This is an optimization exercise on Yosys and OpenROAD, whose aim is small area, not a production implementation. Only simulation tests tie the RTL to the original design; equivalence was not proved. Power is estimated from default activity; no workload was simulated.

**flow/config.mk**
```make
export PLATFORM = sky130hd
export DESIGN_NAME = thumb_core
export DESIGN_NICKNAME = thumb_core
export VERILOG_FILES = /design/flow/design.v
export SDC_FILE = /design/flow/constraint.sdc
export NUM_CORES = 4
export LEC_CHECK = 0
export CAP_MARGIN = 20
export CORE_MARGIN = 2
export CORE_UTILIZATION = 65
export CTS_BUF_LIST = sky130_fd_sc_hd__clkbuf_4 sky130_fd_sc_hd__clkbuf_8
export CTS_CLUSTER_DIAMETER = 60
export CTS_CLUSTER_SIZE = 16
export PLACE_DENSITY = 0.75
export SLEW_MARGIN = 20
export SYNTH_HIERARCHICAL = 1
```
**flow/constraint.sdc**
```tcl
create_clock -name core_clock -period 12.0 [get_ports {clk}]
set_input_delay 2.4000 -clock core_clock [delete_from_list [all_inputs] [get_ports {clk}]]
set_output_delay 2.4000 -clock core_clock [all_outputs]
set_load 0.01 [all_outputs]
```
**flow/design.v**
```verilog
package thumb_isa_pkg;
	typedef logic [16-1:0] instr_t;                
	typedef logic [$clog2(8)-1:0] reg_idx_t;     
	typedef logic [32-1:0] imm_t;                  
	typedef enum logic [4:0] {
		CMD_MOV_I8,    
		CMD_ADD_REG,   
		CMD_SUB_REG,   
		CMD_ADD_I3,    
		CMD_SUB_I3,    
		CMD_ADD_I8,    
		CMD_SUB_I8,    
		CMD_LSL_I5,    
		CMD_LSR_I5,    
		CMD_ASR_I5,    
		CMD_AND,       
		CMD_EOR,       
		CMD_ORR,       
		CMD_MUL,       
		CMD_BIC,       
		CMD_MVN,       
		CMD_STR,       
		CMD_LDR,       
		CMD_STRB,      
		CMD_LDRB,      
		CMD_STRH,      
		CMD_LDRH,      
		CMD_UNDEF
	} cmd_e;
endpackage
package thumb_core_pkg;
	typedef logic [32-1:0] word_t;    
	typedef logic [32-1:0] addr_t;    
	typedef enum logic [3:0] {
		ALU_ADD,
		ALU_SUB,
		ALU_AND,
		ALU_EOR,
		ALU_ORR,
		ALU_BIC,
		ALU_MVN,
		ALU_MOV,
		ALU_LSL,
		ALU_LSR,
		ALU_ASR,
		ALU_MUL
	} alu_op_e;
	typedef enum logic [1:0] {
		SIZE_BYTE = 2'd0,
		SIZE_HALF = 2'd1,
		SIZE_WORD = 2'd2
	} mem_size_e;
	typedef enum logic {
		WB_ALU,
		WB_MEM
	} wb_sel_e;
	typedef enum logic [2:0] {
		ST_IDLE,
		ST_FETCH,
		ST_DECODE,
		ST_EXEC,
		ST_MEM,
		ST_WB
	} seq_state_e;
endpackage
`timescale 1ns/1ps
module thumb_core (
	input  logic        clk,
	input  logic        rst,
	output logic [31:0] prog_addr,
	input  logic [31:0] prog_data,
	output logic [31:0] mem_addr,
	output logic [31:0] mem_wdata,
	output logic [1:0]  mem_size,
	output logic        mem_we,
	input  logic [31:0] mem_rdata
);
	logic [4:0]  ph;
	logic        rot2;
	logic [31:1] pc;
	logic        c;
	logic        mb;
	logic [31:1] mar;
	logic        a31;
	logic [31:0] p;
	logic [31:0] r0, r1, r2, r3, r4, r5, r6, r7;
	logic [15:0] ins;
	assign ins = pc[1] ? prog_data[31:16] : prog_data[15:0];
	logic [2:0] ra, rb, rd;
	logic [1:0] msize;
	logic d_shift, d_load, d_store, d_mem, d_as3, d_i8, dp_mul, lsl, shr, asr;
	logic tworot, we1, sub, inva, a_zero, use_imm, b_zero, lg_and, lg_or, arith;
	tc_dec u_dec (
		.ins(ins), .ra(ra), .rb(rb), .rd(rd), .msize(msize),
		.d_shift(d_shift), .d_load(d_load), .d_store(d_store), .d_mem(d_mem),
		.d_as3(d_as3), .d_i8(d_i8), .dp_mul(dp_mul), .lsl(lsl), .shr(shr), .asr(asr),
		.tworot(tworot), .we1(we1), .sub(sub), .inva(inva), .a_zero(a_zero),
		.use_imm(use_imm), .b_zero(b_zero), .lg_and(lg_and), .lg_or(lg_or), .arith(arith)
	);
	logic [7:0] bit0, bit1;
	assign bit0 = {r7[0], r6[0], r5[0], r4[0], r3[0], r2[0], r1[0], r0[0]};
	assign bit1 = {r7[1], r6[1], r5[1], r4[1], r3[1], r2[1], r1[1], r0[1]};
	logic a_bit, b_bit, b_next;
	tc_mux8 u_rda (.v(bit0), .i(ra), .o(a_bit));
	tc_mux8 u_rdb (.v(bit0), .i(rb), .o(b_bit));
	tc_mux8 u_rdn (.v(bit1), .i(rb), .o(b_next));
	logic imm_bit;
	tc_imm u_imm (
		.ins(ins), .ph(ph), .d_mem(d_mem), .d_as3(d_as3), .d_i8(d_i8),
		.imm_bit(imm_bit)
	);
	logic ph0, ph31;
	assign ph0  = (ph == 5'd0);
	assign ph31 = (ph == 5'd31);
	logic aa, bb, cin, s_sum, s_cout, alu_out;
	assign aa      = (a_bit ^ inva) && !a_zero;
	assign bb      = (use_imm ? imm_bit : (!b_zero && b_bit)) ^ sub;
	assign cin     = ph0 ? sub : c;
	assign s_sum   = aa ^ bb ^ cin;
	assign s_cout  = (aa & bb) | (aa & cin) | (bb & cin);
	assign alu_out = lg_and ? s_cout : (lg_or ? (s_sum | s_cout) : s_sum);
	logic [31:0] maddr, psum;
	assign maddr = {a31, mar};
	tc_padd u_padd (.p(p), .maddr(maddr), .mb(mb), .psum(psum));
	logic [4:0] lidx;
	logic       sh_bit, ld_raw, ld_bit, w2_bit;
	logic       ld_ok;
	tc_lidx u_lidx (.ph(ph), .a(maddr[1:0]), .msize(msize), .lidx(lidx), .ok(ld_ok));
	tc_mux32 u_shtap (.v(p), .i(ins[10:6]), .o(sh_bit));
	tc_mux32 u_ldtap (.v(mem_rdata), .i(lidx), .o(ld_raw));
	assign ld_bit = ld_raw && ld_ok;
	assign w2_bit = d_load ? ld_bit : (shr ? sh_bit : psum[0]);
	logic       wbit;
	logic [7:0] wsel;
	assign wbit = rot2 ? w2_bit : alu_out;
	tc_wdec u_wdec (.we(rot2 || we1), .rd(rd), .wsel(wsel));
	always_ff @(posedge clk) begin
		r0 <= {wsel[0] ? wbit : r0[0], r0[31:1]};
		r1 <= {wsel[1] ? wbit : r1[0], r1[31:1]};
		r2 <= {wsel[2] ? wbit : r2[0], r2[31:1]};
		r3 <= {wsel[3] ? wbit : r3[0], r3[31:1]};
		r4 <= {wsel[4] ? wbit : r4[0], r4[31:1]};
		r5 <= {wsel[5] ? wbit : r5[0], r5[31:1]};
		r6 <= {wsel[6] ? wbit : r6[0], r6[31:1]};
		r7 <= {wsel[7] ? wbit : r7[0], r7[31:1]};
	end
	logic last, rot2_next;
	logic [4:0] ph_inc;
	assign ph_inc    = ph + 5'd1;
	assign last      = ph31 && (rot2 || !tworot);
	assign rot2_next = ph31 ? (!rot2 && tworot) : rot2;
	logic [31:1] pc_inc;
	tc_pcinc u_pcinc (.pc(pc), .last(last), .pc_inc(pc_inc));
	always_ff @(posedge clk) begin
		if (rst) begin
			ph   <= 5'd0;
			rot2 <= 1'b0;
			pc   <= '0;
		end else begin
			ph   <= ph_inc;
			rot2 <= rot2_next;
			pc   <= pc_inc;
		end
	end
	logic st_cyc;
	assign st_cyc = !rot2 && ph31;
	always_ff @(posedge clk) begin
		c  <= s_cout && arith;
		mb <= rot2_next && (dp_mul ? b_next : (lsl && (ph_inc == ins[10:6])));
		if (!rot2 && !ph31) mar <= {alu_out, mar[31:2]};
		if (st_cyc) a31 <= alu_out;
		p  <= {rot2 ? (asr && p[31]) : ((d_store && b_bit) || (shr && a_bit)), psum[31:1]};
	end
	assign prog_addr = {pc[31:2], 2'b00};  
	assign mem_addr  = {st_cyc ? alu_out : a31, mar};
	assign mem_wdata = {b_bit, p[31:1]};
	assign mem_size  = msize;
	assign mem_we    = st_cyc && d_store;
endmodule
module tc_dec (
	input  logic [15:0] ins,
	output logic [2:0]  ra, rb, rd,
	output logic [1:0]  msize,    
	output logic        d_shift, d_load, d_store, d_mem, d_as3, d_i8, dp_mul,
	output logic        lsl, shr, asr,
	output logic        tworot,   
	output logic        we1,      
	output logic        sub, inva, a_zero, use_imm, b_zero, lg_and, lg_or, arith
);
	logic [4:0] op5;
	logic d_mov8, d_sub8, d_dp, dp_and, dp_eor, dp_orr, dp_bic, dp_mvn, dp_ok;
	assign op5     = ins[15:11];
	assign d_shift = (op5[4:2] == 3'b000) && (op5[1:0] != 2'b11);
	assign lsl     = d_shift && (op5[1:0] == 2'b00);
	assign shr     = d_shift && (op5[1:0] != 2'b00);
	assign asr     = d_shift && op5[1];
	assign d_as3   = (op5 == 5'b00011);
	assign d_mov8  = (op5 == 5'b00100);
	assign d_sub8  = (op5 == 5'b00111);
	assign d_i8    = d_mov8 || (op5 == 5'b00110) || d_sub8;
	assign d_dp    = (ins[15:10] == 6'b010000);
	assign dp_and  = d_dp && (ins[9:6] == 4'b0000);
	assign dp_eor  = d_dp && (ins[9:6] == 4'b0001);
	assign dp_orr  = d_dp && (ins[9:6] == 4'b1100);
	assign dp_mul  = d_dp && (ins[9:6] == 4'b1101);
	assign dp_bic  = d_dp && (ins[9:6] == 4'b1110);
	assign dp_mvn  = d_dp && (ins[9:6] == 4'b1111);
	assign dp_ok   = dp_and || dp_eor || dp_orr || dp_bic || dp_mvn;
	assign d_mem   = (op5[4:2] == 3'b011) || (op5[4:1] == 4'b1000);
	assign d_load  = d_mem && ins[11];
	assign d_store = d_mem && !ins[11];
	assign msize   = ins[15] ? 2'd1 : (ins[12] ? 2'd0 : 2'd2);
	assign tworot  = d_shift || dp_mul || d_load;
	assign we1     = d_as3 || d_i8 || dp_ok;
	assign sub     = (d_as3 && ins[9]) || d_sub8;
	assign inva    = dp_bic || dp_mvn;
	assign a_zero  = d_mov8;
	assign use_imm = (d_as3 && ins[10]) || d_i8 || d_mem;
	assign b_zero  = d_shift || dp_mul || dp_mvn;
	assign lg_and  = dp_and || dp_bic;
	assign lg_or   = dp_orr || dp_mvn;
	assign arith   = !(lg_and || dp_eor || lg_or);
	assign ra = d_i8 ? ins[10:8] : ins[5:3];
	assign rb = d_as3 ? ins[8:6] : ins[2:0];
	assign rd = d_i8 ? ins[10:8] : ins[2:0];
endmodule
module tc_imm (
	input  logic [15:0] ins,
	input  logic [4:0]  ph,
	input  logic        d_mem, d_as3, d_i8,
	output logic        imm_bit
);
	logic       kok, imm5_bit;
	logic [2:0] sc, kk;
	assign sc  = d_mem ? {1'b0, !ins[15] && !ins[12], ins[15]} : 3'd0;
	assign kk  = ph[2:0] - sc;
	assign kok = (ph[2:0] >= sc) && (kk < (d_as3 ? 3'd3 : 3'd5));
	always_comb begin
		case (kk)
			3'd0:    imm5_bit = ins[6];
			3'd1:    imm5_bit = ins[7];
			3'd2:    imm5_bit = ins[8];
			3'd3:    imm5_bit = ins[9];
			default: imm5_bit = ins[10];
		endcase
	end
	assign imm_bit = (ph[4:3] == 2'b00) && (d_i8 ? ins[ph[2:0]] : (kok && imm5_bit));
endmodule
module tc_padd (input logic [31:0] p, input logic [31:0] maddr, input logic mb, output logic [31:0] psum);
	logic [31:0] padd;
	logic [32:0] pc_ch;
	assign padd = mb ? maddr : 32'd0;
	always_comb begin
		pc_ch[0] = 1'b0;
		for (int i = 0; i < 32; i++) begin
			psum[i]    = p[i] ^ padd[i] ^ pc_ch[i];
			pc_ch[i+1] = (p[i] & padd[i]) | (p[i] & pc_ch[i]) | (padd[i] & pc_ch[i]);
		end
	end
endmodule
module tc_pcinc (input logic [31:1] pc, input logic last, output logic [31:1] pc_inc);
	logic [31:1] inc_c;
	always_comb begin
		inc_c[1] = last;
		for (int i = 1; i < 31; i++) inc_c[i+1] = inc_c[i] & pc[i];
		for (int i = 1; i < 32; i++) pc_inc[i] = pc[i] ^ inc_c[i];
	end
endmodule
module tc_lidx (
	input  logic [4:0] ph,
	input  logic [1:0] a,
	input  logic [1:0] msize,
	output logic [4:0] lidx,
	output logic       ok
);
	always_comb begin
		case (msize)
			2'd0:    lidx = {ph[4:3] + a, ph[2:0]};
			2'd1:    lidx = {ph[4] ^ a[1], ph[3:0]};
			default: lidx = ph;
		endcase
	end
	assign ok = (msize == 2'd0) ? (ph[4:3] == 2'b00) : (msize == 2'd1) ? !ph[4] : 1'b1;
endmodule
module tc_wdec (input logic we, input logic [2:0] rd, output logic [7:0] wsel);
	always_comb begin
		for (int i = 0; i < 8; i++) wsel[i] = we && (rd == 3'(i));
	end
endmodule
module tc_mux2 (input logic a, input logic b, input logic s, output logic o);
	assign o = s ? b : a;
endmodule
module tc_mux4 (input logic [3:0] v, input logic [1:0] i, output logic o);
	assign o = v[i];
endmodule
module tc_mux8 (input logic [7:0] v, input logic [2:0] i, output logic o);
	logic [1:0] m;
	tc_mux4 u0 (.v(v[3:0]), .i(i[1:0]), .o(m[0]));
	tc_mux4 u1 (.v(v[7:4]), .i(i[1:0]), .o(m[1]));
	tc_mux2 u2 (.a(m[0]), .b(m[1]), .s(i[2]), .o(o));
endmodule
module tc_mux32 (input logic [31:0] v, input logic [4:0] i, output logic o);
	logic [7:0] m;
	for (genvar k = 0; k < 8; k++) begin : g_l1
		tc_mux4 u (.v(v[4*k+3:4*k]), .i(i[1:0]), .o(m[k]));
	end
	tc_mux8 u_l2 (.v(m), .i(i[4:2]), .o(o));
endmodule
```
**flow/flow/run.sh**
```bash
#!/bin/bash
# Standard ORFS layout; only the port buffers use the smallest buffer cell.
set -euo pipefail
export BUFFER_PORTS_ARGS="-buffer_cell sky130_fd_sc_hd__buf_1"
bash standard.sh > standard_flow.log 2>&1
```
**flow/standard.sh**
```bash
#!/bin/bash
# synth_recipe.tcl (not shown) runs the flow's synth.tcl, then flattens the netlist and writes it again
# the make line also repeats each setting of config.mk as NAME=value (left out here)
make -C /OpenROAD-flow-scripts/flow DESIGN_CONFIG=/design/flow/config.mk WORK_HOME=/design/flow/orfs CLKGATE_MAP_FILE= SYNTH_SCRIPT=/design/flow/synth_recipe.tcl "${@:-finish}"
```
==> results of run 1 <==
## sequential cells by signal, indices dropped and copies added, names as in the netlist
| name | flops |
|---|---|
| p | 32 |
| r0 | 32 |
| r1 | 32 |
| r2 | 32 |
| r3 | 32 |
| r4 | 32 |
| r5 | 32 |
| r6 | 32 |
| r7 | 32 |
| mar | 31 |
| pc | 31 |
| ph | 5 |
| a31 | 1 |
| c | 1 |
| mb | 1 |
| rot2 | 1 |
## routing by layer
layer  up-vias  GRT usage  share of wire
met4         0     0.0760          0.024
met2       205      0.357           0.49
li1       2810          -              -
met3        38     0.0346          0.066
met1      2889      0.261           0.42
met5         -          0              0
## worst paths after layout
kind | to | cells past startpoint | slack, ns
min | r0[2] | 0 | 0.32
min reg2reg | r0[2] | 0 | 0.32
max reg2reg | p[30] | 36 | 0.29
max | p[30] | 36 | 0.29
## area by class of cell
type | count | area, um^2 | share of cell area
inverters | 15 | 56.3 | 0.00450
repair buffers | 169 | 661 | 0.0528
well taps | 225 | 282 | 0.0225
clock inverters | 3 | 43.8 | 0.00350
multi-input cells | 337 | 3570 | 0.285
flip-flops and latches | 359 | 7500 | 0.599
clock buffers | 31 | 402 | 0.0321
## cell usage after synthesis, drive strengths merged, types with 15 or more instances
cell type	n
fa	32
buf	75
nor2b	40
and2	35
inv	15
mux2	32
edfxtp	31
dfxtp	328
mux4	29
nor2	28
ha	39
## cells by family (layout without fill, tap and decap cells)
kind of cell,count (synthesis),after routing
compound gates,34,34
xor+xnor,15,15
fa+ha+maj,71,71
buf+inv,96,218
flops,359,359
mux,66,66
other cells,1,2
simple gates,149,149
## worst max-delay path, delay by kind of cell, from the launching register on
family | cells | cell delay (ns)
buffers and inverters | 2 | 0.15
xor gates and xnor gates | 2 | 0.32
adders and majority gates | 31 | 10.48
DFF | 1 | 0.41
and+or+nand+nor | 1 | 0.19
## power breakdown
part	switching [mW]	internal [mW]	total, mW
Clock	0.338	0.240	0.578
Sequential	0.0243	1.25	1.27
Combinational	0.0549	0.0460	0.101
Total	0.417	1.54	1.95
## per-stage QoR
stage | TNS, ns | instance area, um^2
finish | 0 | 12500
CTS | 0 | 12500
global placement | -0.00884 | 12000
floorplan | 0 | 11700
global route | 0 | 12500
detailed placement | -0.524 | 12000
## repair_timing
item / CTS / global route
pin swaps: 0 / 1
endpoints found under the setup margin: 2 / 1
setup buffers: 1 / 1
resized for setup: 10 / 6
## per-module statistics from Yosys (local to each module, per instance), a selection
module      flip-flops and latches  cells  copies in the design  area (um^2)
tc_padd                          0     72                     1          856
tc_pcinc                         0     31                     1          384
tc_wdec                          0      8                     1         96.3
tc_dec                           0     59                     1          420
tc_lidx                          0     13                     1         98.8
thumb_core                     359    550                     1         8850
tc_imm                           0     27                     1          251
tc_mux2                          0      1                     5         15.0
tc_mux4                          0      1                    26         22.5
==> flow_metrics.env, run 1 <==
export IMPL_dp_cells=1103
export IMPL_route_detailed_drc=0
export IMPL_avgSynthCellArea_um2=14.7
export IMPL_yosys_area_share_simple=0.0780
export IMPL_rsz0062_at_grt="false"
export IMPL_cp_common_cell="fa_2"
export IMPL_io_pins=165
export IMPL_die_h_um=138
export IMPL_synth_seq_area_share=0.645
export IMPL_finalClockSkew_ns=0.0214
export IMPL_synth_cell_types=55
export IMPL_crit_slowest_cell="edfxtp_1"
export IMPL_drtAntennaViolNets=0
export IMPL_layout_min_cycle_time_ns=11.71
export IMPL_first_global_vias=6154
export IMPL_hold_class="flop to flop"
export IMPL_drt_total_wl_um=19300
export IMPL_dp_hpwl_um=13700
export IMPL_grt_use_total=0.206
export IMPL_antenna_cells=0
export IMPL_worstReg2RegStart="mar[1]"
export IMPL_fin_hold_ws_ns=0.321
export IMPL_dieArea_um2=19000
export IMPL_grt_pass1_wl_um=30300
export IMPL_path_clk_slew_ns=0.11
export IMPL_cap_violations=0
export IMPL_ys_flop_type="dfxtp_1"
export IMPL_period_share=0.976
export IMPL_synthArstFlopShare=0
export IMPL_yosysWarnings=12
export IMPL_drive_gt1_frac=0.158
export IMPL_synth_top_family_by_area="adder cells"
export IMPL_fin_util=0.718
export IMPL_worstPathArrival_ns=12.14
export IMPL_vias=5942
export IMPL_viasPerCell=5.22
export IMPL_min_from="r0[3]"
export IMPL_slowest_delay_ns=0.41
export IMPL_worstSetupStartpoint="mar[1]"
export IMPL_vdd_ir_drop_max_mv=0.135
export IMPL_firstDrtPassIters=4
export IMPL_initial_utilization=0.667
export IMPL_critPathKind="flop to flop"
export IMPL_cts_tree="yes"
export IMPL_final_common_cell="dfxtp_1"
export IMPL_place_congestion=0.833
export IMPL_setup_viol=0
export IMPL_synth_top_cell_by_area="dfxtp_1"
export IMPL_totalPowerFinal_mw=1.95
export IMPL_cts_made_buffers=26
export IMPL_p_per_area_nw_per_um2=156
export IMPL_synthAdderAreaFrac=0.0971
export IMPL_grt_ovfl_total=0
export IMPL_port_buffers=162
export IMPL_synthMuxAreaShare=0.0944
export IMPL_worst_slack_ns=0.290
export IMPL_wl_per_cell_um=16.9
export IMPL_synth_edf_count=31
export IMPL_synth_area_leaders="dfxtp_1 (56%), edfxtp_1 (8.0%), fa_1 (5.5%)"
export IMPL_layout_common_cells="dfxtp_1 (328), buf_1 (162), nor2b_1 (40)"
export IMPL_critPathLaunchType="flop"
export IMPL_netlist_area_leader_share=0.565
export IMPL_fin_cells=1139
export IMPL_synth_compound_area_share=0.0193
export IMPL_syn_to_final_growth_pct=7.61
export IMPL_rows=48
export IMPL_status="timing/DRC/antenna clean"
export IMPL_crit_fanout=2
export IMPL_slew_limit_headroom=0.392
export IMPL_worstPathRequired_ns=12.43
export IMPL_core_um2=17400
export IMPL_hold_viol_final=0
export IMPL_synth_xor_area_share=0.0113
export IMPL_pre_cts_slack_ns=-0.406
export IMPL_max_freq_mhz=85.4
export IMPL_worst_pin_slew_ns=0.910
export IMPL_clock_sinks=359
export IMPL_clock_latency_ns=0.56
export IMPL_ys_ff_latch=359
export IMPL_clockBufferDepth=3
export IMPL_h_tree_depth=1
export IMPL_setup_worst_path_end_class="flop"
export IMPL_die_x_um=138
export IMPL_fill_cells=1173
export IMPL_antenna_found_initial=0
export IMPL_leakagePower_nw=5.09
export IMPL_root_buffer="clkbuf_8"
export IMPL_hold_buffers=0
export IMPL_syn_cell_area_um2=11600
export IMPL_slew_violations=0
export IMPL_drt_first_iter_violations=316
export IMPL_final_nets=1045
export IMPL_grt_start_max_net_pins=38
export IMPL_synth_cells=791
==> run 2: changes to the inputs <==
--- a/flow/design.v
+++ b/flow/design.v
@@ -152,5 +152,5 @@
 	logic [31:1] pc_inc;
 	tc_pcinc u_pcinc (.pc(pc), .last(last), .pc_inc(pc_inc));
-	always_ff @(posedge clk) begin
+	always_ff @(posedge clk or posedge rst) begin
 		if (rst) begin
 			ph   <= 5'd0;
@@ -249,12 +249,13 @@
 module tc_padd (input logic [31:0] p, input logic [31:0] maddr, input logic mb, output logic [31:0] psum);
 	logic [31:0] padd;
-	logic [32:0] pc_ch;
+	logic [31:0] pc_ch;
 	assign padd = mb ? maddr : 32'd0;
 	always_comb begin
 		pc_ch[0] = 1'b0;
-		for (int i = 0; i < 32; i++) begin
+		for (int i = 0; i < 31; i++) begin
 			psum[i]    = p[i] ^ padd[i] ^ pc_ch[i];
 			pc_ch[i+1] = (p[i] & padd[i]) | (p[i] & pc_ch[i]) | (padd[i] & pc_ch[i]);
 		end
+		psum[31] = p[31] ^ padd[31];
 	end
 endmodule
--- a/flow/config.mk
+++ b/flow/config.mk
@@ -9,7 +9,7 @@
 export CORE_MARGIN = 2
 export CORE_UTILIZATION = 65
-export CTS_BUF_LIST = sky130_fd_sc_hd__clkbuf_4 sky130_fd_sc_hd__clkbuf_8
-export CTS_CLUSTER_DIAMETER = 60
-export CTS_CLUSTER_SIZE = 16
+export CTS_BUF_LIST = sky130_fd_sc_hd__clkbuf_4
+export CTS_CLUSTER_DIAMETER = 40
+export CTS_CLUSTER_SIZE = 10
 export PLACE_DENSITY = 0.75
 export SLEW_MARGIN = 20
==> run 2 against run 1 <==
Against the previous run: still clean; critical path depth shrank 1; global-route usage grew 0.68 points; worst setup slack gained 0.026 ns; highest routed layer unchanged.
==> flow_metrics.env, run 2 <==
export IMPL_status="timing/DRC/antenna clean"
export IMPL_synthMuxAreaShare=0.0948
export IMPL_crit_fanout=2
export IMPL_syn_cell_area_um2=11500
export IMPL_wl_per_cell_um=16.9
export IMPL_totalPowerFinal_mw=2.05
export IMPL_drtAntennaViolNets=0
export IMPL_clockBufferDepth=3
export IMPL_route_detailed_drc=0
export IMPL_worst_pin_slew_ns=0.842
export IMPL_critPathLaunchType="flop"
export IMPL_worstPathRequired_ns=12.59
export IMPL_synth_common_cells="dfxtp_1 (291), buf_4 (68), ha_1 (39)"
export IMPL_layout_min_cycle_time_ns=11.68
export IMPL_slowest_delay_ns=0.40
export IMPL_fill_cells=1186
export IMPL_dp_hpwl_um=13700
export IMPL_root_buffer="clkbuf_4"
export IMPL_synthArstFlopShare=0.103
export IMPL_hold_class="flop to flop"
export IMPL_initial_utilization=0.665
export IMPL_core_um2=17400
export IMPL_synthMostInstantiatedCell="dfxtp_1"
export IMPL_die_h_um=137
export IMPL_setup_worst_path_end_class="flop"
export IMPL_cts_made_buffers=44
export IMPL_h_tree_depth=2
export IMPL_p_per_area_nw_per_um2=163
export IMPL_first_global_vias=6134
export IMPL_synth_cell_types=60
export IMPL_final_common_cell="dfxtp_1"
export IMPL_clock_latency_ns=0.67
export IMPL_vias=5825
export IMPL_finalClockSkew_ns=0.0528
export IMPL_leakagePower_nw=5.36
export IMPL_multi_input_area_um2=3290
export IMPL_synth_cells=748
export IMPL_port_buffers=162
export IMPL_path_clk_slew_ns=0.11
export IMPL_critPathKind="flop to flop"
export IMPL_register_area_um2=7680
export IMPL_fin_cells=1130
export IMPL_grt_ovfl_total=0
export IMPL_yosys_area_share_simple=0.0592
export IMPL_dieArea_um2=18800
export IMPL_viasPerCell=5.15
export IMPL_synth_top_family_by_area="adder cells"
export IMPL_vdd_ir_drop_max_mv=0.138
export IMPL_dp_cells=1063
export IMPL_drive_gt1_frac=0.181
export IMPL_syn_to_final_growth_pct=8.57
export IMPL_die_x_um=137
export IMPL_crit_slowest_cell="edfxtp_1"
export IMPL_drt_first_iter_violations=220
export IMPL_synth_area_leaders="dfxtp_1 (50%), edfxtp_1 (8.1%), dfrtp_1 (8.0%)"
export IMPL_drt_total_wl_um=19100
export IMPL_grt_use_total=0.213
export IMPL_antenna_found_initial=1
export IMPL_synth_xor_area_share=0.0114
export IMPL_final_nets=1022
export IMPL_synth_top_cell_by_area="dfxtp_1"
export IMPL_cap_violations=0
export IMPL_grt_start_max_net_pins=38
export IMPL_cts_tree="yes"
export IMPL_rsz0062_at_grt="false"
export IMPL_grt_pass1_wl_um=30600
export IMPL_max_freq_mhz=85.6
export IMPL_synth_compound_area_share=0.0194
export IMPL_netlist_area_leader_share=0.504
export IMPL_firstDrtPassIters=6
export IMPL_worstPathArrival_ns=12.27
export IMPL_io_pins=165
export IMPL_rows=48
export IMPL_ys_ff_latch=359
export IMPL_period_share=0.974
export IMPL_ys_flop_type="dfxtp_1"
export IMPL_synthAdderAreaFrac=0.0960
export IMPL_hold_viol_final=0
export IMPL_setup_viol=0
export IMPL_place_congestion=0.803
export IMPL_tns_ns=0
export IMPL_clock_sinks=359
export IMPL_layout_common_cells="dfxtp_1 (291), buf_1 (162), clkbuf_4 (53)"
export IMPL_slew_limit_headroom=0.439
export IMPL_cp_common_cell="fa_2"
export IMPL_yosysWarnings=12
export IMPL_synth_edf_count=31
export IMPL_synth_seq_area_share=0.665
export IMPL_avgSynthCellArea_um2=15.4
export IMPL_slew_violations=0
-- run 2: cell types whose count changed in the layout (fill, tap and decap cells not counted), sizes merged, moves of 2 or more --
cell    previous run  this run
clkinv             1         3
clkbuf            31        53
dfxtp            328       291
bufinv             1         4
dfrtp              0        37
nor2b             40         6
inv               16        18
nor2              28        25
-- run 2: critical path: cells and delay by family, from the launching register on --
family / cells / cell delay (ns)
xor+xnor: 2 / 0.38
fa+ha+maj: 30 / 10.54
buf+inv: 2 / 0.14
flops: 1 / 0.40
simple gates: 1 / 0.17
-- run 2: cell families (layout without fill, tap and decap cells) --
| group | after synthesis | in the layout |
|---|---|---|
| flip-flops | 359 | 359 |
| AND/OR/NAND/NOR | 112 | 112 |
| buffers and inverters | 93 | 248 |
| adder cells (fa/ha/maj) | 70 | 70 |
| multiplexers | 66 | 66 |
| AO/OA/AOI/OAI | 32 | 32 |
| XOR/XNOR | 15 | 15 |
| other | 1 | 3 |
-- run 2: power by group --
group | internal [mW] | leakage (nW) | switching, mW
Clock | 0.296 | 0.323 | 0.366
Sequential | 1.28 | 3.23 | 0.0273
Combinational | 0.0339 | 1.80 | 0.0459
Total | 1.61 | 5.36 | 0.439
-- run 2: cell type report --
type / instances / share of cell area
Timing Repair Buffer: 169 / 0.0527
Antenna cell: 1 / 0.000200
Clock inverter: 11 / 0.0130
Tap cell: 225 / 0.0225
Inverter: 15 / 0.00449
Clock buffer: 53 / 0.0317
Sequential cell: 359 / 0.613
Multi-Input combinational cell: 297 / 0.263
-- run 2: worst paths after layout --
kind	startpoint	depth (start not counted)	slack (ns)	end
max	mar[1]	35	0.32	p[29]
min	r4[23]	0	0.32	r4[22]
max reg2reg	mar[1]	35	0.32	p[29]
min reg2reg	r4[23]	0	0.32	r4[22]
max in group asynchronous	rst	3	9.84	pc[1]
min in group asynchronous	rst	3	1.82	pc[13]
-- run 2: layer usage --
layer | routed length (um) | up-vias | track usage
met2 | 9080 | 195 | 0.351
li1 | - | 2763 | -
met1 | 8270 | 2818 | 0.268
met3 | 1160 | 49 | 0.0522
met5 | 0 | - | 0
met4 | 622 | 0 | 0.0939
-- run 2: metrics by stage --
| stage | util | area [um^2] | hold slack, ns | setup slack (ns) |
|---|---|---|---|---|
| 2_1_floorplan | - | 11600 | 0.310 | 0.00189 |
| 3_3_place_gp | 0.687 | 11900 | 0.312 | -0.0888 |
| 3_5_place_dp | 0.687 | 11900 | 0.312 | -0.462 |
| 4_1_cts | 0.721 | 12500 | 0.322 | 0.00344 |
| 5_1_grt | 0.722 | 12500 | 0.319 | 0.0194 |
| 6_report | 0.722 | 12500 | 0.323 | 0.316 |
-- run 2: Yosys stat by module, one instance, submodules excluded, a selection --
module	cells	flip-flops and latches	cell area, um^2
thumb_core	507	359	8790
tc_imm	27	0	251
tc_dec	59	0	420
tc_mux4	1	0	22.5
tc_lidx	13	0	98.8
tc_wdec	8	0	96.3
tc_pcinc	31	0	384
tc_padd	72	0	842
tc_mux2	1	0	15.0
-- run 2: what timing repair did --
item | 4_1_cts | 5_1_grt
setup buffers | 1 | 1
endpoints found under the setup margin | 2 | 2
resized for setup | 9 | 7
hold buffers | 0 | 0
pin swaps | 1 | 1
==> run 3: changes to the inputs <==
--- a/flow/config.mk
+++ b/flow/config.mk
@@ -9,7 +9,8 @@
 export CORE_MARGIN = 2
 export CORE_UTILIZATION = 65
-export CTS_BUF_LIST = sky130_fd_sc_hd__clkbuf_4
-export CTS_CLUSTER_DIAMETER = 40
-export CTS_CLUSTER_SIZE = 10
+export CTS_BUF_LIST = sky130_fd_sc_hd__clkbuf_8
+export CTS_CLUSTER_DIAMETER = 60
+export CTS_CLUSTER_SIZE = 18
+export GPL_TIMING_DRIVEN = 0
 export PLACE_DENSITY = 0.75
 export SLEW_MARGIN = 20
==> run 3 against run 2 <==
Against the previous run: synthesized cell count did not move; combinational power rose by 4.5%; die area did not move; core utilization rose by 2.2 points; clock skew fell by 0.016 ns; design area rose by 3.0%; largest power group unchanged; fmax fell by 0.45%; sequential cell count did not move; cell count rose by 3.7%; sequential power barely moved; largest cell class unchanged; clock-buffer cell count fell by 29.
==> flow_metrics.env, run 3 <==
export IMPL_synthMuxAreaShare=0.0948
export IMPL_totalPowerFinal_mw=1.92
export IMPL_grt_start_max_net_pins=38
export IMPL_layout_min_cycle_time_ns=11.74
export IMPL_path_clk_slew_ns=0.11
export IMPL_yosysWarnings=12
export IMPL_critPathKind="flop to flop"
export IMPL_slowest_delay_ns=0.40
export IMPL_synth_cells=748
export IMPL_worstReg2RegEnd="p[29]"
export IMPL_pre_cts_slack_ns=-0.631
export IMPL_vias=6019
export IMPL_syn_to_final_growth_pct=11.9
export IMPL_synth_compound_area_share=0.0194
export IMPL_io_pins=165
export IMPL_clockBufferDepth=3
export IMPL_viasPerCell=5.14
export IMPL_max_freq_mhz=85.2
export IMPL_clock_latency_ns=0.56
export IMPL_period_share=0.978
export IMPL_crit_fanout=10
export IMPL_gr_max_usage_layer="met2"
export IMPL_fill_cells=1119
export IMPL_synth_area_leaders="dfxtp_1 (50%), edfxtp_1 (8.1%), dfrtp_1 (8.0%)"
export IMPL_drt_total_wl_um=20000
export IMPL_synth_top_cell_by_area="dfxtp_1"
export IMPL_die_x_um=137
export IMPL_grtUsageMet2=0.378
export IMPL_grt_pass1_wl_um=31400
export IMPL_dp_hpwl_um=14700
export IMPL_slew_violations=0
export IMPL_leakagePower_nw=5.65
export IMPL_tns_ns=0
export IMPL_syn_cell_area_um2=11500
export IMPL_use_met1=0.284
export IMPL_rows=48
export IMPL_cap_violations=0
export IMPL_first_global_vias=6208
export IMPL_p_per_area_nw_per_um2=149
export IMPL_final_nets=1074
export IMPL_min_path_cells=0
export IMPL_cts_tree="yes"
export IMPL_root_buffer="clkbuf_8"
export IMPL_clock_sinks=359
export IMPL_r2r_slack_ns=0.26
export IMPL_synth_cell_types=60
export IMPL_slew_limit_headroom=0.505
export IMPL_antenna_found_initial=1
export IMPL_multi_input_area_um2=3300
export IMPL_worst_pin_slew_ns=0.741
export IMPL_worst_slack_ns=0.263
export IMPL_cp_common_cell="fa_2"
export IMPL_drtAntennaViolNets=0
export IMPL_final_common_cell="dfxtp_1"
export IMPL_synth_edf_count=31
export IMPL_crit_slowest_cell="fa_1"
export IMPL_hold_class="flop to flop"
export IMPL_wl_per_cell_um=17.1
export IMPL_critPathLaunchType="flop"
export IMPL_setup_worst_path_end_class="flop"
export IMPL_netlist_area_leader_share=0.504
export IMPL_ys_flop_type="dfxtp_1"
export IMPL_register_area_um2=7690
export IMPL_fin_util=0.744
export IMPL_worstReg2RegStart="mb"
export IMPL_critPathTopFamily="adder cells"
export IMPL_die_h_um=137
export IMPL_route_detailed_drc=0
export IMPL_synth_xor_area_share=0.0114
export IMPL_drt_first_iter_violations=290
export IMPL_min_from="r5[7]"
export IMPL_worst_path_buf_inv=3
export IMPL_synth_top_family_by_area="adder cells"
export IMPL_use_met3=0.0350
export IMPL_placed_cell_area_um2=12500
export IMPL_layout_common_cells="dfxtp_1 (290), buf_1 (162), buf_4 (68)"
export IMPL_setup_viol=0
export IMPL_grt_ovfl_total=0
export IMPL_status="timing/DRC/antenna clean"
export IMPL_port_buffers=162
export IMPL_worstPathRequired_ns=12.46
export IMPL_initial_utilization=0.665
export IMPL_ys_ff_latch=359
export IMPL_core_um2=17400
export IMPL_synthAdderAreaFrac=0.0960
export IMPL_h_tree_depth=1
export IMPL_hold_viol_final=0
export IMPL_firstDrtPassIters=6
export IMPL_worstPathArrival_ns=12.19
export IMPL_cts_made_buffers=24
export IMPL_grt_use_total=0.217
export IMPL_place_congestion=0.841
export IMPL_worstRegToRegCells=36
export IMPL_synthArstFlopShare=0.103
export IMPL_avgSynthCellArea_um2=15.4
export IMPL_hold_path_endpoint="r5[6]"
export IMPL_synthMostInstantiatedCell="dfxtp_1"
export IMPL_synth_seq_area_share=0.665
export IMPL_vdd_ir_drop_max_mv=0.145
export IMPL_yosys_area_share_simple=0.0592
export IMPL_synth_common_cells="dfxtp_1 (291), buf_4 (68), ha_1 (39)"
export IMPL_final_area_um2=12900
export IMPL_dieArea_um2=18800
export IMPL_finalClockSkew_ns=0.0363
export IMPL_drive_gt1_frac=0.214
==> run 3: cell type report <==
class,instances,share of cell area
flip-flops and latches,359,0.595
repair buffers,163,0.0486
plain buffers,78,0.0444
clock inverters,10,0.00426
well taps,225,0.0218
clock buffers,24,0.0256
multi-input cells,297,0.256
inverters,15,0.00436
diodes,1,0.000194
==> run 3: worst max path at each step <==
stage	start	endpoint	slack [ns]	depth (start not counted)
5_1_grt	mb	p[29]	-0.0009	36
3_3_place_gp	mb	p[29]	-0.39	36
2_1_floorplan	mar[1]	p[29]	0.002	35
4_1_cts	mb	p[29]	0.04	36
6_report	mb	p[29]	0.26	36
3_5_place_dp	mb	p[29]	-0.63	36
==> run 3: stage by stage <==
stage,cells,hold slack [ns]
3_3_place_gp,1136,0.311
2_1_floorplan,749,0.310
4_1_cts,1171,0.320
6_report,1172,0.320
5_1_grt,1172,0.318
3_5_place_dp,1137,0.312
==> run 3: modules after synthesis, one instance, submodules excluded, excerpt <==
| module | cell area [um^2] | times used |
|---|---|---|
| thumb_core | 8790 | 1 |
| tc_lidx | 98.8 | 1 |
| tc_padd | 842 | 1 |
| tc_mux2 | 15.0 | 5 |
| tc_wdec | 96.3 | 1 |
| tc_mux4 | 22.5 | 26 |
| tc_pcinc | 384 | 1 |
| tc_imm | 251 | 1 |
| tc_dec | 420 | 1 |
==> run 3: repair_timing <==
action	in CTS	in global routing
hold buffers	0	0
resized for setup	16	6
setup buffers	0	0
endpoints found under the setup margin	3	1
==> run 3: cell families after synthesis <==
logic type | count (synthesis)
simple gates | 112
mux | 66
compound gates | 32
flops | 359
buf+inv | 93
other cells | 1
xor+xnor | 15
fa+ha+maj | 70
==> run 3: where the power goes <==
| part | internal, mW | switching, mW | total, mW |
|---|---|---|---|
| clock network | 0.189 | 0.339 | 0.528 |
| logic | 0.0365 | 0.0468 | 0.0833 |
| registers | 1.28 | 0.0278 | 1.31 |
==> run 3: layer usage <==
| metal | part of all wire | vias up |
|---|---|---|
| li1 | - | 2849 |
| met1 | 0.43 | 2948 |
| met2 | 0.49 | 181 |
| met3 | 0.055 | 41 |
| met4 | 0.024 | 0 |
| met5 | 0 | - |
==> run 4: changes to the inputs <==
--- a/flow/config.mk
+++ b/flow/config.mk
@@ -12,5 +12,4 @@
 export CTS_CLUSTER_DIAMETER = 60
 export CTS_CLUSTER_SIZE = 18
-export GPL_TIMING_DRIVEN = 0
 export PLACE_DENSITY = 0.75
 export SLEW_MARGIN = 20
==> run 4 against run 3 <==
Against the previous run: clock skew fell by 0.0021 ns; highest routed layer unchanged; non-clock buffer count fell by 72; critical path type unchanged; die area did not move; still clean; largest power group unchanged; critical path depth fell by 1; clock power rose by 2%; synthesized area did not move; design area fell by 4.3%; sequential power barely moved; synthesized cell count did not move.
==> flow_metrics.env, run 4 <==
export IMPL_status="timing/DRC/antenna clean"
export IMPL_crit_slowest_cell="edfxtp_1"
export IMPL_final_nets=1002
export IMPL_netlist_area_leader_share=0.504
export IMPL_r2r_slack_ns=0.35
export IMPL_p_per_area_nw_per_um2=156
export IMPL_synthArstFlopShare=0.103
export IMPL_cp_common_cell="fa_2"
export IMPL_syn_to_final_growth_pct=7.07
export IMPL_max_freq_mhz=85.8
export IMPL_path_clk_slew_ns=0.12
export IMPL_worstPathArrival_ns=12.14
export IMPL_hold_path_endpoint="r4[16]"
export IMPL_synth_cell_types=60
export IMPL_synthMostInstantiatedCell="dfxtp_1"
export IMPL_syn_cell_area_um2=11500
export IMPL_grt_ovfl_total=0
export IMPL_drt_first_iter_violations=244
export IMPL_cts_made_buffers=24
export IMPL_die_h_um=137
export IMPL_hold_buffers=0
export IMPL_grt_start_max_net_pins=38
export IMPL_ys_flop_type="dfxtp_1"
export IMPL_drt_total_wl_um=19200
export IMPL_io_pins=165
export IMPL_register_area_um2=7680
export IMPL_synth_cells=748
export IMPL_root_buffer="clkbuf_8"
export IMPL_antenna_cells=0
export IMPL_worstReg2RegStart="mar[1]"
export IMPL_setup_worst_path_end_class="flop"
export IMPL_clock_sinks=359
export IMPL_fin_hold_ws_ns=0.306
export IMPL_yosysWarnings=12
export IMPL_worstPathRequired_ns=12.49
export IMPL_slowest_delay_ns=0.41
export IMPL_synth_area_leaders="dfxtp_1 (50%), edfxtp_1 (8.1%), dfrtp_1 (8.0%)"
export IMPL_clock_latency_ns=0.57
export IMPL_viasPerCell=5.20
export IMPL_synth_seq_area_share=0.665
export IMPL_avgSynthCellArea_um2=15.4
export IMPL_core_um2=17400
export IMPL_multi_input_area_um2=3300
export IMPL_layout_common_cells="dfxtp_1 (291), buf_1 (162), ha_1 (39)"
export IMPL_synth_common_cells="dfxtp_1 (291), buf_4 (68), ha_1 (39)"
export IMPL_die_x_um=137
export IMPL_dp_hpwl_um=13700
export IMPL_slew_limit_headroom=0.443
export IMPL_layout_min_cycle_time_ns=11.65
export IMPL_worst_pin_slew_ns=0.835
export IMPL_place_congestion=0.803
export IMPL_drtAntennaViolNets=0
export IMPL_cts_tree="yes"
export IMPL_min_from="r4[17]"
export IMPL_route_detailed_drc=0
export IMPL_slew_violations=0
export IMPL_wl_per_cell_um=17.5
export IMPL_grt_pass1_wl_um=30500
export IMPL_initial_utilization=0.665
export IMPL_worstRegToRegCells=35
export IMPL_ys_ff_latch=359
export IMPL_min_path_cells=0
export IMPL_worst_slack_ns=0.350
export IMPL_critPathLaunchType="flop"
export IMPL_worstReg2RegEnd="p[29]"
export IMPL_first_global_vias=6013
export IMPL_synth_top_cell_by_area="dfxtp_1"
export IMPL_clockBufferDepth=3
export IMPL_synth_edf_count=31
export IMPL_drive_gt1_frac=0.148
export IMPL_setup_viol=0
export IMPL_finalClockSkew_ns=0.0343
export IMPL_fill_cells=1177
export IMPL_leakagePower_nw=5.26
export IMPL_h_tree_depth=1
export IMPL_vdd_ir_drop_max_mv=0.148
export IMPL_rsz0062_at_grt="false"
export IMPL_crit_fanout=2
export IMPL_pre_cts_slack_ns=-0.462
export IMPL_critPathTopFamily="adder cells"
export IMPL_port_buffers=162
export IMPL_critPathKind="flop to flop"
export IMPL_dieArea_um2=18800
export IMPL_vias=5717
export IMPL_rows=48
export IMPL_firstDrtPassIters=5
export IMPL_hold_class="flop to flop"
export IMPL_grt_use_total=0.210
export IMPL_period_share=0.971
export IMPL_cap_violations=0
export IMPL_antenna_found_initial=0
export IMPL_worst_path_buf_inv=2
export IMPL_hold_viol_final=0
export IMPL_final_common_cell="dfxtp_1"
-- run 4: cell types whose count changed in the layout (fill, tap and decap cells not counted), sizes merged --
cell | before | now
buf | 237 | 169
clkbuf | 28 | 24
diode | 1 | 0
-- run 4: how the worst max path moves through the flow --
stage,startpoint,endpoint,slack [ns],cells after the start
global placement,mar[1],p[29],-0.09,35
floorplan,mar[1],p[29],0.002,35
detailed placement,mar[1],p[29],-0.46,35
CTS,mar[1],p[29],0.006,35
finish,mar[1],p[29],0.35,35
global route,mar[1],p[29],0.01,35
-- run 4: routing by layer --
metal	share of wire	track usage	wire, um	vias up
met2	0.49	0.358	9330	174
met4	0.024	0.0767	469	0
met3	0.056	0.0386	1070	42
met1	0.43	0.271	8310	2809
li1	-	-	-	2692
met5	0	0	0	-
-- run 4: kinds of logic after synthesis --
kind of cell / after synthesis / synth area share
fa+ha+maj: 70 / 0.0960
buf+inv: 93 / 0.0537
simple gates: 112 / 0.0592
compound gates: 32 / 0.0194
mux: 66 / 0.0948
xor+xnor: 15 / 0.0114
other cells: 1 / 0.000325
flops: 359 / 0.665
-- run 4: per-stage QoR --
stage | total power, mW | TNS, ns | instances | area [um^2] | util
2_1_floorplan | 1.38 | 0 | 749 | 11600 | -
3_3_place_gp | 1.41 | -0.0888 | 1063 | 11900 | 0.687
3_5_place_dp | 1.42 | -0.623 | 1063 | 11900 | 0.687
4_1_cts | 1.95 | 0 | 1098 | 12300 | 0.711
5_1_grt | 2.00 | 0 | 1099 | 12400 | 0.712
6_report | 1.93 | 0 | 1099 | 12400 | 0.712
-- run 4: per-module statistics from Yosys (local to each module, per instance), excerpt --
| module | area, um^2 | flip-flops and latches | cells inside | copies in the design |
|---|---|---|---|---|
| tc_mux4 | 22.5 | 0 | 1 | 26 |
| tc_dec | 420 | 0 | 59 | 1 |
| tc_mux2 | 15.0 | 0 | 1 | 5 |
| tc_pcinc | 384 | 0 | 31 | 1 |
| tc_wdec | 96.3 | 0 | 8 | 1 |
| tc_imm | 251 | 0 | 27 | 1 |
| thumb_core | 8790 | 359 | 507 | 1 |
| tc_lidx | 98.8 | 0 | 13 | 1 |
| tc_padd | 842 | 0 | 72 | 1 |
-- run 4: repair_timing --
item,CTS,global route
pin swaps,1,1
setup buffers,1,1
gates resized for setup,10,7
endpoints found under the setup margin,2,2
-- run 4: where the power goes --
part	internal, mW	total [mW]	switching (mW)
combinational	0.0338	0.0797	0.0459
clock	0.190	0.537	0.347
sequential	1.28	1.31	0.0277
-- run 4: layout make-up --
type                    count  area share
inverters                  15     0.00455
clock inverters            10     0.00465
well taps                 225      0.0228
multi-input cells         297       0.267
clock buffers              24      0.0267
flip-flops and latches    359       0.621
repair buffers            169      0.0534
==> run 5: changes to the inputs <==
--- a/flow/config.mk
+++ b/flow/config.mk
@@ -8,9 +8,9 @@
 export CAP_MARGIN = 20
 export CORE_MARGIN = 2
-export CORE_UTILIZATION = 65
+export CORE_UTILIZATION = 80
 export CTS_BUF_LIST = sky130_fd_sc_hd__clkbuf_8
 export CTS_CLUSTER_DIAMETER = 60
 export CTS_CLUSTER_SIZE = 18
-export PLACE_DENSITY = 0.75
+export PLACE_DENSITY = 0.88
 export SLEW_MARGIN = 20
 export SYNTH_HIERARCHICAL = 1
==> run 5 against run 4 <==
Against the previous run: synthesized cell count did not move; synthesized area did not move; the flow now stops in detailed placement (3_5_place_dp).
==> flow_metrics.env, run 5 <==
export IMPL_synth_cell_types=60
export IMPL_ys_ff_latch=359
export IMPL_synth_edf_count=31
export IMPL_ys_flop_type="dfxtp_1"
export IMPL_place_congestion=0.837
export IMPL_yosysWarnings=12
export IMPL_synthMuxAreaShare=0.0948
export IMPL_synth_cells=748
export IMPL_synth_compound_area_share=0.0194
export IMPL_syn_cell_area_um2=11500
export IMPL_avgSynthCellArea_um2=15.4
export IMPL_error_line="Error: detail_place.tcl, 38 bad optional access"
export IMPL_status="did not finish"
export IMPL_synth_top_family_by_area="adder cells"
export IMPL_initial_utilization=0.826
export IMPL_synth_top_cell_by_area="dfxtp_1"
export IMPL_synth_xor_area_share=0.0114
export IMPL_die_x_um=124
export IMPL_synth_common_cells="dfxtp_1 (291), buf_4 (68), ha_1 (39)"
export IMPL_synthAdderAreaFrac=0.0960
export IMPL_die_h_um=124
export IMPL_port_buffers=162
export IMPL_netlist_area_leader_share=0.504
export IMPL_lastStage="detailed placement (3_5_place_dp)"
export IMPL_synth_area_leaders="dfxtp_1 (50%), edfxtp_1 (8.1%), dfrtp_1 (8.0%)"
export IMPL_synthArstFlopShare=0.103
export IMPL_io_pins=165
export IMPL_yosys_area_share_simple=0.0592
export IMPL_synth_seq_area_share=0.665
export IMPL_rows=43
export IMPL_synthMostInstantiatedCell="dfxtp_1"
## run 5: cell counts after synthesis
Identical to the previous run, type by type.
## run 5: Yosys stat by module (local to each module, per instance), a selection
module	cells inside	copies in the design	flip-flops and latches	cell area (um^2)
thumb_core	507	1	359	8790
tc_padd	72	1	0	842
tc_dec	59	1	0	420
tc_pcinc	31	1	0	384
tc_imm	27	1	0	251
tc_lidx	13	1	0	98.8
tc_wdec	8	1	0	96.3
tc_mux4	1	26	0	22.5
tc_mux2	1	5	0	15.0
## run 5: power by group through the flow
stage | Sequential, mW | Combinational, mW | Clock [mW]
global placement | 1.33 | 0.0769 | 0
floorplan | 1.33 | 0.0440 | 0
## run 5: per-stage QoR
step / hold WS (ns) / cells / setup slack [ns]
3_3_place_gp: 0.312 / 1018 / -0.0562
2_1_floorplan: 0.310 / 749 / 0.00189
## run 5: logic make-up after synthesis
family | Yosys count
flip-flops | 359
AND/OR/NAND/NOR | 112
buffers and inverters | 93
adder cells (fa/ha/maj) | 70
multiplexers | 66
AO/OA/AOI/OAI | 32
XOR/XNOR | 15
other | 1
## run 5: how the worst min path moves through the flow
stage,slack [ns],depth (start not counted),to,from
2_1_floorplan,0.31,0,r0[10],r0[11]
3_3_place_gp,0.31,0,r6[16],r6[17]
==> run 6: changes to the inputs <==
--- a/flow/design.v
+++ b/flow/design.v
@@ -91,6 +91,7 @@
 	logic d_shift, d_load, d_store, d_mem, d_as3, d_i8, dp_mul, lsl, shr, asr;
 	logic tworot, we1, sub, inva, a_zero, use_imm, b_zero, lg_and, lg_or, arith;
+	logic imm_bit;
 	tc_dec u_dec (
-		.ins(ins), .ra(ra), .rb(rb), .rd(rd), .msize(msize),
+		.ins(ins), .ph(ph), .imm_bit(imm_bit), .ra(ra), .rb(rb), .rd(rd), .msize(msize),
 		.d_shift(d_shift), .d_load(d_load), .d_store(d_store), .d_mem(d_mem),
 		.d_as3(d_as3), .d_i8(d_i8), .dp_mul(dp_mul), .lsl(lsl), .shr(shr), .asr(asr),
@@ -105,9 +106,4 @@
 	tc_mux8 u_rdb (.v(bit0), .i(rb), .o(b_bit));
 	tc_mux8 u_rdn (.v(bit1), .i(rb), .o(b_next));
-	logic imm_bit;
-	tc_imm u_imm (
-		.ins(ins), .ph(ph), .d_mem(d_mem), .d_as3(d_as3), .d_i8(d_i8),
-		.imm_bit(imm_bit)
-	);
 	logic ph0, ph31;
 	assign ph0  = (ph == 5'd0);
@@ -180,4 +176,6 @@
 module tc_dec (
 	input  logic [15:0] ins,
+	input  logic [4:0]  ph,
+	output logic        imm_bit,
 	output logic [2:0]  ra, rb, rd,
 	output logic [1:0]  msize,    
@@ -221,14 +219,4 @@
 	assign lg_or   = dp_orr || dp_mvn;
 	assign arith   = !(lg_and || dp_eor || lg_or);
-	assign ra = d_i8 ? ins[10:8] : ins[5:3];
-	assign rb = d_as3 ? ins[8:6] : ins[2:0];
-	assign rd = d_i8 ? ins[10:8] : ins[2:0];
-endmodule
-module tc_imm (
-	input  logic [15:0] ins,
-	input  logic [4:0]  ph,
-	input  logic        d_mem, d_as3, d_i8,
-	output logic        imm_bit
-);
 	logic       kok, imm5_bit;
 	logic [2:0] sc, kk;
@@ -246,4 +234,7 @@
 	end
 	assign imm_bit = (ph[4:3] == 2'b00) && (d_i8 ? ins[ph[2:0]] : (kok && imm5_bit));
+	assign ra = d_i8 ? ins[10:8] : ins[5:3];
+	assign rb = d_as3 ? ins[8:6] : ins[2:0];
+	assign rd = d_i8 ? ins[10:8] : ins[2:0];
 endmodule
 module tc_padd (input logic [31:0] p, input logic [31:0] maddr, input logic mb, output logic [31:0] psum);
--- a/flow/config.mk
+++ b/flow/config.mk
@@ -8,9 +8,9 @@
 export CAP_MARGIN = 20
 export CORE_MARGIN = 2
-export CORE_UTILIZATION = 80
+export CORE_UTILIZATION = 72
 export CTS_BUF_LIST = sky130_fd_sc_hd__clkbuf_8
 export CTS_CLUSTER_DIAMETER = 60
 export CTS_CLUSTER_SIZE = 18
-export PLACE_DENSITY = 0.88
+export PLACE_DENSITY = 0.82
 export SLEW_MARGIN = 20
 export SYNTH_HIERARCHICAL = 1
==> run 6 against run 5 <==
Against the previous run: now clean on timing, DRC and antenna; synthesized cell count shrank 1.1%; synthesized area fell by 0.44%.
==> flow_metrics.env, run 6 <==
export IMPL_status="timing/DRC/antenna clean"
export IMPL_grt_start_max_net_pins=38
export IMPL_worst_pin_slew_ns=0.807
export IMPL_worstReg2RegEnd="p[29]"
export IMPL_met1_length_um=8530
export IMPL_synth_cells=740
export IMPL_rows=46
export IMPL_critPathLaunchType="flop"
export IMPL_avgSynthCellArea_um2=15.5
export IMPL_min_path_cells=0
export IMPL_firstDrtPassIters=4
export IMPL_fin_cells=1085
export IMPL_slowest_delay_ns=0.40
export IMPL_hold_class="flop to flop"
export IMPL_first_global_vias=5886
export IMPL_p_int_mw=1.50
export IMPL_drtAntennaViolNets=0
export IMPL_clockBufferDepth=3
export IMPL_hold_viol_final=0
export IMPL_layout_common_cells="dfxtp_1 (291), buf_1 (162), ha_1 (39)"
export IMPL_path_clk_slew_ns=0.11
export IMPL_clock_latency_ns=0.56
export IMPL_cp_common_cell="fa_2"
export IMPL_critPathTopFamily="adder cells"
export IMPL_layout_min_cycle_time_ns=11.71
export IMPL_drive_gt1_frac=0.150
export IMPL_port_buffers=162
export IMPL_setup_viol=0
export IMPL_crit_slowest_cell="edfxtp_1"
export IMPL_setup_worst_path_end_class="flop"
export IMPL_syn_to_final_growth_pct=7.06
export IMPL_worstPathArrival_ns=12.17
export IMPL_r2r_slack_ns=0.29
export IMPL_hold_path_endpoint="r1[1]"
export IMPL_clock_sinks=359
export IMPL_worstRegToRegCells=35
export IMPL_dr_max_layer_used="met4"
export IMPL_totalPowerFinal_mw=1.93
export IMPL_dp_hpwl_um=14700
export IMPL_crit_fanout=2
export IMPL_vdd_ir_drop_max_mv=0.140
export IMPL_grt_ovfl_total=0
export IMPL_finalClockSkew_ns=0.0128
export IMPL_wl_per_cell_um=18.6
export IMPL_worstPathRequired_ns=12.46
export IMPL_tns_ns=0
export IMPL_rsz0062_at_grt="false"
export IMPL_slew_limit_headroom=0.462
export IMPL_worst_path_buf_inv=2
export IMPL_met2RoutedLength_um=10200
export IMPL_grt_use_total=0.242
export IMPL_io_pins=165
export IMPL_final_common_cell="dfxtp_1"
export IMPL_antenna_found_initial=0
export IMPL_slew_violations=0
export IMPL_critPathKind="flop to flop"
export IMPL_cts_tree="yes"
export IMPL_place_congestion=0.855
export IMPL_swShare=0.219
export IMPL_leakagePower_nw=5.28
export IMPL_fin_util=0.781
export IMPL_route_detailed_drc=0
export IMPL_min_from="r1[2]"
export IMPL_grt_pass1_wl_um=31200
export IMPL_yosysWarnings=12
export IMPL_p_per_area_nw_per_um2=156
export IMPL_drt_total_wl_um=20200
export IMPL_dp_cells=1049
export IMPL_root_buffer="clkbuf_8"
export IMPL_antenna_cells=0
export IMPL_syn_cell_area_um2=11500
export IMPL_wl_met3_um=956
export IMPL_initial_utilization=0.729
export IMPL_p_comb_frac=0.041
export IMPL_p_sw_mw=0.421
export IMPL_cts_made_buffers=24
export IMPL_h_tree_depth=1
export IMPL_drt_first_iter_violations=233
export IMPL_die_h_um=130
export IMPL_viasPerCell=5.22
export IMPL_final_nets=996
export IMPL_clkPwrFrac=0.277
export IMPL_period_share=0.976
export IMPL_die_x_um=130
export IMPL_vias=5661
export IMPL_fill_cells=895
export IMPL_dieArea_um2=17000
export IMPL_share_seq_of_total_power=0.681
export IMPL_cap_violations=0
export IMPL_max_freq_mhz=85.4
export IMPL_worstReg2RegStart="mar[1]"
export IMPL_core_um2=15800
-- run 6: cell type report --
class,instances,area (um^2),area share
Sequential cell,359,7680,0.624
Multi-Input combinational cell,293,3250,0.264
Timing Repair Buffer,170,668,0.0543
Clock buffer,24,330,0.0268
Tap cell,216,270,0.0220
Clock inverter,11,63.8,0.00518
Inverter,12,45.0,0.00366
-- run 6: stage by stage --
stage | area (um^2) | setup slack (ns) | hold WS [ns]
detailed placement | 11900 | -0.395 | 0.312
global route | 12300 | 0.0276 | 0.326
finish | 12300 | 0.288 | 0.320
floorplan | 11500 | 0.00189 | 0.310
CTS | 12300 | 0.0114 | 0.321
global placement | 11900 | -0.243 | 0.310
-- run 6: power groups by stage --
| stage | Sequential [mW] | Clock [mW] | Combinational [mW] |
|---|---|---|---|
| floorplan | 1.33 | 0 | 0.0424 |
| global placement | 1.33 | 0 | 0.0764 |
| detailed placement | 1.34 | 0 | 0.0793 |
| CTS | 1.31 | 0.545 | 0.0798 |
| global route | 1.32 | 0.587 | 0.0867 |
| finish | 1.31 | 0.534 | 0.0796 |
-- run 6: repair_timing --
action	4_1_cts	5_1_grt
buffers inserted	0	1
hold buffers	0	0
gates resized for setup	10	7
setup endpoints to repair	2	2
-- run 6: worst max-delay path by stage --
stage                 from     to  slack (ns)  cells past startpoint
floorplan           mar[1]  p[29]       0.002                     35
global placement    mar[1]  p[29]       -0.24                     35
detailed placement  mar[1]  p[29]       -0.40                     35
CTS                 mar[1]  p[29]        0.01                     35
global route        mar[1]  p[29]        0.03                     35
finish              mar[1]  p[29]        0.29                     35
-- run 6: layer usage --
layer / GRT usage / vias to the layer above
li1: - / 2672
met1: 0.324 / 2781
met2: 0.407 / 159
met3: 0.0410 / 49
met4: 0.0857 / 0
met5: 0 / -
==> run 7: changes to the inputs <==
--- a/flow/config.mk
+++ b/flow/config.mk
@@ -8,9 +8,9 @@
 export CAP_MARGIN = 20
 export CORE_MARGIN = 2
-export CORE_UTILIZATION = 72
+export CORE_UTILIZATION = 65
 export CTS_BUF_LIST = sky130_fd_sc_hd__clkbuf_8
 export CTS_CLUSTER_DIAMETER = 60
 export CTS_CLUSTER_SIZE = 18
-export PLACE_DENSITY = 0.82
+export PLACE_DENSITY = 0.75
 export SLEW_MARGIN = 20
 export SYNTH_HIERARCHICAL = 1
==> run 7 against run 6 <==
Against the previous run: fmax grew 0.48%; sequential share of layout area is essentially flat; sequential cell count is the same; routed wire length shrank 3.3%; clock power shrank 3%; critical path type unchanged; critical endpoint unchanged; worst setup slack gained 0.055 ns; via count is essentially flat; first-iteration DRC count grew 34%; combinational power shrank 2%; highest routed layer unchanged.
==> flow_metrics.env, run 7 <==
export IMPL_crit_fanout=2
export IMPL_place_congestion=0.857
export IMPL_drtAntennaViolNets=0
export IMPL_path_clk_slew_ns=0.11
export IMPL_fin_util=0.711
export IMPL_die_x_um=137
export IMPL_final_common_cell="dfxtp_1"
export IMPL_grt_start_max_net_pins=38
export IMPL_wl_per_cell_um=17.9
export IMPL_setup_worst_path_end_class="flop"
export IMPL_tns_ns=0
export IMPL_clockBufferDepth=3
export IMPL_dp_hpwl_um=14000
export IMPL_initial_utilization=0.665
export IMPL_fill_cells=1193
export IMPL_p_per_area_nw_per_um2=155
export IMPL_layout_min_cycle_time_ns=11.66
export IMPL_dieArea_um2=18800
export IMPL_critPathKind="flop to flop"
export IMPL_register_area_um2=7680
export IMPL_slew_violations=0
export IMPL_leakagePower_nw=5.27
export IMPL_layout_common_cells="dfxtp_1 (291), buf_1 (162), ha_1 (39)"
export IMPL_fin_cells=1093
export IMPL_setup_viol=0
export IMPL_clock_sinks=359
export IMPL_vias=5659
export IMPL_multi_input_area_um2=3250
export IMPL_root_buffer="clkbuf_8"
export IMPL_rows=48
export IMPL_grt_ovfl_total=0
export IMPL_critPathLaunchType="flop"
export IMPL_rsz0062_at_grt="false"
export IMPL_cts_tree="yes"
export IMPL_wl_met3_um=970
export IMPL_dr_max_layer_used="met4"
export IMPL_crit_slowest_cell="edfxtp_1"
export IMPL_drt_first_iter_violations=312
export IMPL_drt_total_wl_um=19600
export IMPL_grt_pass1_wl_um=30000
export IMPL_drive_gt1_frac=0.147
export IMPL_cts_made_buffers=23
export IMPL_fin_hold_ws_ns=0.323
export IMPL_dp_cells=1059
export IMPL_cp_common_cell="fa_2"
export IMPL_avgSynthCellArea_um2=15.5
export IMPL_h_tree_depth=1
export IMPL_met1_length_um=8510
export IMPL_firstDrtPassIters=5
export IMPL_first_global_vias=5733
export IMPL_worstPathArrival_ns=12.13
export IMPL_grt_use_total=0.209
export IMPL_antenna_cells=0
export IMPL_hold_buffers=0
export IMPL_worst_slack_ns=0.343
export IMPL_finalClockSkew_ns=0.0149
export IMPL_viasPerCell=5.18
export IMPL_syn_to_final_growth_pct=7.00
export IMPL_core_um2=17300
export IMPL_synth_cells=740
export IMPL_slowest_delay_ns=0.40
export IMPL_die_h_um=137
export IMPL_port_buffers=162
export IMPL_worst_pin_slew_ns=0.861
export IMPL_syn_cell_area_um2=11500
export IMPL_antenna_found_initial=0
export IMPL_period_share=0.971
export IMPL_max_freq_mhz=85.8
export IMPL_io_pins=165
export IMPL_cap_violations=0
export IMPL_r2r_slack_ns=0.34
export IMPL_yosysWarnings=12
export IMPL_vdd_ir_drop_max_mv=0.155
export IMPL_slew_limit_headroom=0.426
export IMPL_clock_latency_ns=0.58
export IMPL_hold_viol_final=0
export IMPL_status="timing/DRC/antenna clean"
export IMPL_worstPathRequired_ns=12.47
export IMPL_met2RoutedLength_um=9500
export IMPL_pre_cts_slack_ns=-0.442
export IMPL_route_detailed_drc=0
export IMPL_hold_class="flop to flop"
export IMPL_final_nets=997
[run 7: critical path, delay by kind of cell, from the launching register on]
kind,cells,cell delay [ns]
buffers and inverters,2,0.12
and+or+nand+nor,1,0.17
DFF,1,0.40
xor gates and xnor gates,2,0.31
adders and majority gates,30,10.52
[run 7: area by class of cell]
cell class	instances	share of cell area
clock buffers	23	0.0257
clock inverters	9	0.00336
inverters	12	0.00366
multi-input cells	293	0.264
flip-flops and latches	359	0.624
well taps	225	0.0229
repair buffers	172	0.0555
[run 7: worst paths after layout]
path                          end  cells after the start    from
max reg2reg                 p[29]                     35  mar[1]
min                        r5[13]                      0  r5[14]
min in group asynchronous   pc[8]                      3     rst
max in group asynchronous  pc[21]                      3     rst
min reg2reg                r5[13]                      0  r5[14]
max                         p[29]                     35  mar[1]
[run 7: repair_timing]
| item | in CTS | in global routing |
|---|---|---|
| setup buffers | 1 | 1 |
| setup endpoints to repair | 2 | 2 |
| pin swaps | 1 | 1 |
| cloned | 0 | 0 |
| resized for setup | 11 | 7 |
[run 7: power breakdown]
group / switching [mW] / internal (mW)
Clock: 0.339 / 0.179
Sequential: 0.0278 / 1.28
Combinational: 0.0452 / 0.0332
Total: 0.412 / 1.49
[run 7: layer usage]
metal  up-vias  track usage
met5         -            0
met1      2774        0.284
met2       164        0.345
li1       2682            -
met4         0       0.0647
met3        39       0.0367
[run 7: metrics by stage]
step	power, mW	area (um^2)
2_1_floorplan	1.37	11500
3_3_place_gp	1.41	11900
3_5_place_dp	1.41	11900
4_1_cts	1.92	12300
5_1_grt	1.97	12300
6_report	1.90	12300

-- afterwards: timing with drivers on the ports --
Ports are ideal in the flow. The routed layouts listed here were re-timed in OpenROAD.
Step 1 sets driving cells, clkbuf_16 on the clock port and buf_2 on the other inputs (assumed; they add their load-dependent delay and slew).
Step 2 adds t to the input delays and takes it off the output delays; t is the mean of the earliest and latest rising clock arrival at the registers after step 1. Input paths then give back, and output paths get back, about the clock's delay inside the block.
Three values: ideal, step 1, step 2; two values: the first two.
run	shift t [ns]	setup slack, ns	worst slew at a driven data input, ns
run 1	0.587	0.290 / 0.290 / 0.290	0.07
run 2	0.682	0.316 / 0.316 / 0.316	0.05
run 3	0.583	0.263 / 0.263 / 0.263	0.08
run 4	0.595	0.350 / 0.350 / 0.350	0.05
run 6	0.593	0.288 / 0.288 / 0.288	0.05
run 7	0.606	0.343 / 0.343 / 0.343	0.06
After both steps every run listed still meets setup and hold.
